What follows belongs to an exercise in optimizing a design on an open flow for small area; a production flow would make more cautious choices. Only simulation tests tie the RTL to the original design; equivalence was not proved. Power figures rest on the tool's default switching activity, not on a simulated workload.

==> run K: inputs <==
// stable_priority_queue
module stable_priority_queue (
    input  logic             clk,
    input  logic             rst_n,
    input  logic             item_valid,
    output logic             item_stall,
    input  logic [42:0]      item_bits,
    output logic             result_valid,
    input  logic             result_stall,
    output logic [77:0]      result_bits
);
    localparam int D  = 16;
    localparam int W  = 40;    
    logic [2:0]  act;
    logic [31:0] new_value;
    logic [7:0]  new_prio;
    assign act       = item_bits[42:40];
    assign new_value = item_bits[39:8];
    assign new_prio  = item_bits[7:0];
    logic [D-1:0][W-1:0] slot;       
    logic [4:0]          cnt;
    logic [35:0]         sum;
    logic                pend;
    logic                rv;
    logic [1:0]          st;
    logic accept, full, empty;
    logic is_app, is_ins, is_rem, is_clr;
    logic add_ok, rem_ok, clr, other;
  ...
==> module stable_priority_queue, before the edit <==
module stable_priority_queue (
    input  logic             clk,
    input  logic             rst_n,
    input  logic             item_valid,
    output logic             item_stall,
    input  logic [42:0]      item_bits,
    output logic             result_valid,
    input  logic             result_stall,
    output logic [77:0]      result_bits
);
    localparam int D  = 16;
    localparam int W  = 40;    
    logic [2:0]  act;
    logic [31:0] new_value;
    logic [7:0]  new_prio;
    assign act       = item_bits[42:40];
    assign new_value = item_bits[39:8];
    assign new_prio  = item_bits[7:0];
    logic [D-1:0][W-1:0] slot;       
    logic [4:0]          cnt;
    logic [35:0]         sum;
    logic                pend;
    logic                rv;
    logic [1:0]          st;
    logic accept, full, empty;
    logic is_app, is_ins, is_rem, is_clr;
    logic add_ok, rem_ok, clr, other;
    logic shl_all, zero0;
    assign item_stall = rv & result_stall;
    assign accept     = item_valid & ~item_stall;
    assign full   = cnt[4];
    assign empty  = (cnt == 5'd0);
    assign is_app = (act == spq_pkg::ACT_APPEND);
    assign is_ins = (act == spq_pkg::ACT_INSERT);
    assign is_rem = (act == spq_pkg::ACT_REMOVE);
    assign is_clr = (act == spq_pkg::ACT_CLEAR);
    assign add_ok = accept & (is_app | is_ins) & ~full;
    assign rem_ok = accept & is_rem & ~empty;
    assign clr    = accept & is_clr;
    assign other  = accept & ~add_ok & ~rem_ok & ~is_clr;
    assign shl_all = pend & (rem_ok | (other & ~empty));
    assign zero0   = clr | (other & pend & empty);
    function automatic logic less8n(input logic [7:0] a_n, input logic [7:0] b);
        less8n = 1'b0;
        for (int k = 0; k < 8; k++)
            less8n = (a_n[k] & b[k]) | (a_n[k] & less8n) | (b[k] & less8n);
    endfunction
    function automatic logic gt_const(input logic [4:0] a, input int c);
        gt_const = 1'b0;
        for (int k = 0; k < 5; k++)
            if (((c >> k) & 1) == 0)
                gt_const = a[k] | gt_const;
            else
                gt_const = a[k] & gt_const;
    endfunction
    logic [D-1:0] below;     
    logic [D-1:0] occ;       
    logic [D-1:0] lt;
    logic [D:0]   cand;
    logic [D+1:0] f;         
    logic [D:0]   h;         
    for (genvar i = 0; i < D; i++)
    begin : g_occ
        assign below[i] = gt_const(cnt, i);
        if (i == 0)
        begin : g0
            assign occ[i] = below[i] | pend;
        end
        else
        begin : gn
            assign occ[i] = pend ? below[i-1] : below[i];
        end
        assign lt[i] = less8n(slot[i][7:0], new_prio);
        if (i == 0)
        begin : c0
            assign cand[i] = ~pend & (occ[i] ? (is_ins & lt[i]) : 1'b1);
        end
        else
        begin : cn
            assign cand[i] = occ[i] ? (is_ins & lt[i]) : 1'b1;
        end
    end
    assign cand[D] = 1'b1;
    assign f[0] = 1'b0;
    for (genvar i = 1; i <= D + 1; i++)
    begin : g_f
        assign f[i] = |cand[i-1:0];
    end
    for (genvar i = 0; i <= D; i++)
    begin : g_h
        assign h[i] = cand[i] & ~f[i];
    end
    logic [D-1:0] s_l, s_r, s_n, s_h;
    for (genvar i = 0; i < D; i++)
    begin : g_sel
        assign s_n[i] = add_ok & (pend ? h[i+1] : h[i]);
        if (i == 0)
        begin : l0
            assign s_l[i] = 1'b0;
        end
        else
        begin : ln
            assign s_l[i] = add_ok & ~pend & f[i];
        end
        if (i == D - 1)
        begin : rl
            assign s_r[i] = 1'b0;
        end
        else
        begin : rn
            assign s_r[i] = shl_all | (add_ok & pend & ~f[i+2]);
        end
        if (i == 0)
        begin : h0
            assign s_h[i] = ~(s_n[i] | s_r[i] | zero0);
        end
        else
        begin : hn
            assign s_h[i] = ~(s_l[i] | s_n[i] | s_r[i]);
        end
    end
    logic [W-1:0] new_entry;
    assign new_entry = {new_value, ~new_prio};
    for (genvar i = 0; i < D; i++)
    begin : g_slot
        logic [W-1:0] left_e, right_e, d;
        if (i == 0)
        begin : a0
            assign left_e = '0;
        end
        else
        begin : an
            assign left_e = slot[i-1];
        end
        if (i == D - 1)
        begin : b0
            assign right_e = '0;
        end
        else
        begin : bn
            assign right_e = slot[i+1];
        end
        assign d = ({W{s_l[i]}} & left_e)   | ({W{s_r[i]}} & right_e) |
                   ({W{s_n[i]}} & new_entry) | ({W{s_h[i]}} & slot[i]);
        always_ff @(posedge clk)
        begin
            slot[i] <= d;
        end
    end
    logic [31:0] head_value;
    logic [31:0] opnd;
    logic [35:0] sum_next;
    assign head_value = pend ? slot[1][39:8] : slot[0][39:8];
    assign opnd = ({32{add_ok}} & new_value) | ({32{rem_ok}} & ~head_value);
    always_comb
    begin
        sum_next = sum + {{4{opnd[31]}}, opnd} + {35'd0, rem_ok};
        if (clr)
            sum_next = '0;
    end
    logic [4:0] cnt_next;
    always_comb
    begin
        cnt_next = cnt;
        if (clr)
            cnt_next = '0;
        else if (add_ok)
            cnt_next = cnt + 5'd1;
        else if (rem_ok)
            cnt_next = cnt - 5'd1;
    end
    always_ff @(posedge clk or negedge rst_n)
    begin
        if (!rst_n)
        begin
            cnt  <= '0;
            sum  <= '0;
            pend <= 1'b1;
            rv   <= 1'b0;
        end
        else
        begin
            cnt <= cnt_next;
            sum <= sum_next;
            rv  <= accept | (rv & result_stall);
            if (accept)
                pend <= rem_ok;
        end
    end
    always_ff @(posedge clk)
    begin
        if (accept)
        begin
            st <= (is_app | is_ins) & full ? spq_pkg::ST_DROPPED_FULL :
                  is_rem & empty           ? spq_pkg::ST_REMOVE_EMPTY :
                                             spq_pkg::ST_OK;
        end
    end
    assign result_valid = rv;
    assign result_bits  = {slot[0][39:8], pend | ~empty, cnt, sum, empty, full, st};
endmodule
export LEC_CHECK = 0
export CAP_MARGIN = 20
export CORE_MARGIN = 2
export CORE_UTILIZATION = 65
export CTS_BUF_LIST = sky130_fd_sc_hd__clkbuf_8
export CTS_CLUSTER_DIAMETER = 50
export CTS_CLUSTER_SIZE = 16
export SLEW_MARGIN = 20
create_clock -name core_clock -period 5.0 [get_ports {clk}]
standard.sh (not shown) runs the stock make flow with config.mk's settings and CLKGATE_MAP_FILE= SYNTH_SCRIPT=/design/flow/synth_recipe.tcl, a recipe that flattens the netlist after the stock synthesis.
==> flow/flow/run.sh <==
#!/bin/bash
# Standard ORFS layout (the standard.sh, standard synthesis unchanged), with the port
# buffers made of the smallest buffer cell instead of the resizer's default pick.
set -euo pipefail
bash standard.sh BUFFER_PORTS_ARGS="-buffer_cell sky130_fd_sc_hd__buf_1" finish > standard_flow.log 2>&1
==> run G (differences from run K) <==
--- a/flow/design.v
+++ b/flow/design.v
@@ -57,8 +57,8 @@
     assign shl_all = pend & (rem_ok | (other & ~empty));
     assign zero0   = clr | (other & pend & empty);
-    function automatic logic less8n(input logic [7:0] a_n, input logic [7:0] b);
-        less8n = 1'b0;
+    function automatic logic less8(input logic [7:0] a, input logic [7:0] b);
+        less8 = 1'b0;
         for (int k = 0; k < 8; k++)
-            less8n = (a_n[k] & b[k]) | (a_n[k] & less8n) | (b[k] & less8n);
+            less8 = (~a[k] & b[k]) | (~a[k] & less8) | (b[k] & less8);
     endfunction
     function automatic logic gt_const(input logic [4:0] a, input int c);
@@ -87,5 +87,5 @@
             assign occ[i] = pend ? below[i-1] : below[i];
         end
-        assign lt[i] = less8n(slot[i][7:0], new_prio);
+        assign lt[i] = less8(slot[i][7:0], new_prio);
         if (i == 0)
         begin : c0
@@ -137,5 +137,5 @@
     end
     logic [W-1:0] new_entry;
-    assign new_entry = {new_value, ~new_prio};
+    assign new_entry = {new_value, new_prio};
     for (genvar i = 0; i < D; i++)
     begin : g_slot
==> flow/run.sh (new file) <==
#!/bin/bash
# synth_recipe.tcl (not shown) runs the flow's synth.tcl, then flattens the netlist and writes it again
# the make line also repeats each setting of config.mk as NAME=value (left out here)
make -C /OpenROAD-flow-scripts/flow DESIGN_CONFIG=/design/flow/config.mk WORK_HOME=/design/flow/orfs CLKGATE_MAP_FILE= SYNTH_SCRIPT=/design/flow/synth_recipe.tcl finish
Settings changed: CORE_UTILIZATION 65 to 40, CTS_BUF_LIST sky130_fd_sc_hd__clkbuf_8 to sky130_fd_sc_hd__clkbuf_4 sky130_fd_sc_hd__clkbuf_8, CTS_CLUSTER_DIAMETER 50 to not set, CTS_CLUSTER_SIZE 16 to not set.
removed: flow/flow/run.sh
removed: flow/standard.sh
==> run F (differences from run K) <==
--- a/flow/design.v
+++ b/flow/design.v
@@ -57,17 +57,4 @@
     assign shl_all = pend & (rem_ok | (other & ~empty));
     assign zero0   = clr | (other & pend & empty);
-    function automatic logic less8n(input logic [7:0] a_n, input logic [7:0] b);
-        less8n = 1'b0;
-        for (int k = 0; k < 8; k++)
-            less8n = (a_n[k] & b[k]) | (a_n[k] & less8n) | (b[k] & less8n);
-    endfunction
-    function automatic logic gt_const(input logic [4:0] a, input int c);
-        gt_const = 1'b0;
-        for (int k = 0; k < 5; k++)
-            if (((c >> k) & 1) == 0)
-                gt_const = a[k] | gt_const;
-            else
-                gt_const = a[k] & gt_const;
-    endfunction
     logic [D-1:0] below;     
     logic [D-1:0] occ;       
@@ -78,5 +65,5 @@
     for (genvar i = 0; i < D; i++)
     begin : g_occ
-        assign below[i] = gt_const(cnt, i);
+        assign below[i] = (cnt > 5'(i));
         if (i == 0)
         begin : g0
@@ -87,5 +74,5 @@
             assign occ[i] = pend ? below[i-1] : below[i];
         end
-        assign lt[i] = less8n(slot[i][7:0], new_prio);
+        assign lt[i] = slot[i][7:0] < new_prio;
         if (i == 0)
         begin : c0
@@ -137,5 +124,5 @@
     end
     logic [W-1:0] new_entry;
-    assign new_entry = {new_value, ~new_prio};
+    assign new_entry = {new_value, new_prio};
     for (genvar i = 0; i < D; i++)
     begin : g_slot
==> flow/run.sh (new file) <==
#!/bin/bash
# synth_recipe.tcl (not shown) runs the flow's synth.tcl, then flattens the netlist and writes it again
# the make line also repeats each setting of config.mk as NAME=value (left out here)
make -C /OpenROAD-flow-scripts/flow DESIGN_CONFIG=/design/flow/config.mk WORK_HOME=/design/flow/orfs CLKGATE_MAP_FILE= SYNTH_SCRIPT=/design/flow/synth_recipe.tcl finish
Settings changed: CORE_UTILIZATION 65 to 40, CTS_BUF_LIST sky130_fd_sc_hd__clkbuf_8 to not set, CTS_CLUSTER_DIAMETER 50 to not set, CTS_CLUSTER_SIZE 16 to not set.
removed: flow/flow/run.sh
removed: flow/standard.sh
==> run Z (differences from run K) <==
Settings changed: CORE_UTILIZATION 65 to 70.
==> results.txt <==
Between run K and run G, the lower sequential share of layout area is in run G (gap 5.1 points). First-iteration DRC count: run F < run G < run K < run Z. Total power: run F > run K > run Z > run G. Worst setup slack: run G is worse than run F (210 ps). Of run F and run K, run F has the higher design area (gap 16%, measured against run K). Run G ran to the end with no violations. Run F finished clean. Run Z went through all stages and came out clean. Run K completed with no timing, DRC or antenna violations. Routed wire length: run Z < run K < run F < run G. Against run F, the synthesized cell count of run G is smaller by about 3.6%. Sequential cell count is the same in run F and run G.
==> figures <==
Die Span Y: run Z 219 um; run F 299 um; run G 291 um; run K 227 um
Fraction of area in multi-input gates: run Z 47.3%; run F 46.1%; run G 43.1%; run K 47.1%
Highest routed metal layer: run Z met4; run F met5; run G met5; run K met5
Global-route usage over all layers: run Z 50.7%; run F 28.9%; run G 32.0%; run K 48.7%
Average vias per placed instance: run Z 7.92; run F 6.63; run G 6.73; run K 7.80
Footprint of the flip-flops and latches: run Z 13900 um^2; run F 14000 um^2; run G 13900 um^2; run K 13900 um^2
Multi-input combinational cell count: run Z 2415; run F 2486; run G 2390; run K 2415
Iter 0 DRT Violations: run Z 7422; run F 4059; run G 5358; run K 6941
Clk pwr share: run Z 16.3%; run F 26.9%; run G 30.1%; run K 17.0%
Kind of path behind the tightest hold check: run Z input port to asynchronous set/reset pin; run F flip-flop to flip-flop; run G input port to asynchronous set/reset pin; run K input port to asynchronous set/reset pin
Count of different cell masters after synthesis: run Z 85; run F 88; run G 80; run K 85
Std-Cell Rows: run Z 78; run F 108; run G 105; run K 81
Synthesized instance count: run Z 3620; run F 3711; run G 3576; run K 3620
Data required time of the critical path: run Z 5630 ps; run F 5510 ps; run G 5620 ps; run K 5630 ps
Die area: run Z 48000 um^2; run F 89100 um^2; run G 84900 um^2; run K 51700 um^2
Status: run Z finished clean; run F finished clean; run G finished clean; run K finished clean
Cell type of the slowest stage on the worst timing path: run Z sky130_fd_sc_hd__or4b_2; run F sky130_fd_sc_hd__clkdlybuf4s50_1; run G sky130_fd_sc_hd__or3b_2; run K sky130_fd_sc_hd__or4b_2

## what the ideal ports hide
The flow's constraints put no driver on any port. The routed layouts listed below were extracted and timed again, unchanged, in two steps. Step 1: set_driving_cell puts a clkbuf_16 on clk and a buf_2 on each other input, an assumption about the parent block. Step 2 adds t to the input delays and takes it off the output delays; t is the mean of the earliest and latest rising clock arrival at the registers after step 1. Input paths then give back, and output paths get back, about the clock's delay inside the block. a / b / c = no drivers / after step 1 / after step 2; a / b = the first two.
| run | t (ns) | setup slack, ns | cell pins on the clock port's net |
|---|---|---|---|
| run K | 0.799 | 0.251 / 0.251 / -0.414 | 1 |
| run G | 0.811 | 0.259 / 0.298 / -0.513 | 1 |
| run F | 0.699 | 0.470 / 0.487 / -0.189 | 1 |
| run Z | 0.817 | 0.348 / 0.348 / -0.357 | 1 |
With both steps, setup timing fails in every run listed, where it was met with ideal ports. For run G, which loses most, drivers alone change the setup slack by +0.039 ns; drivers and shift together by -0.772 ns.
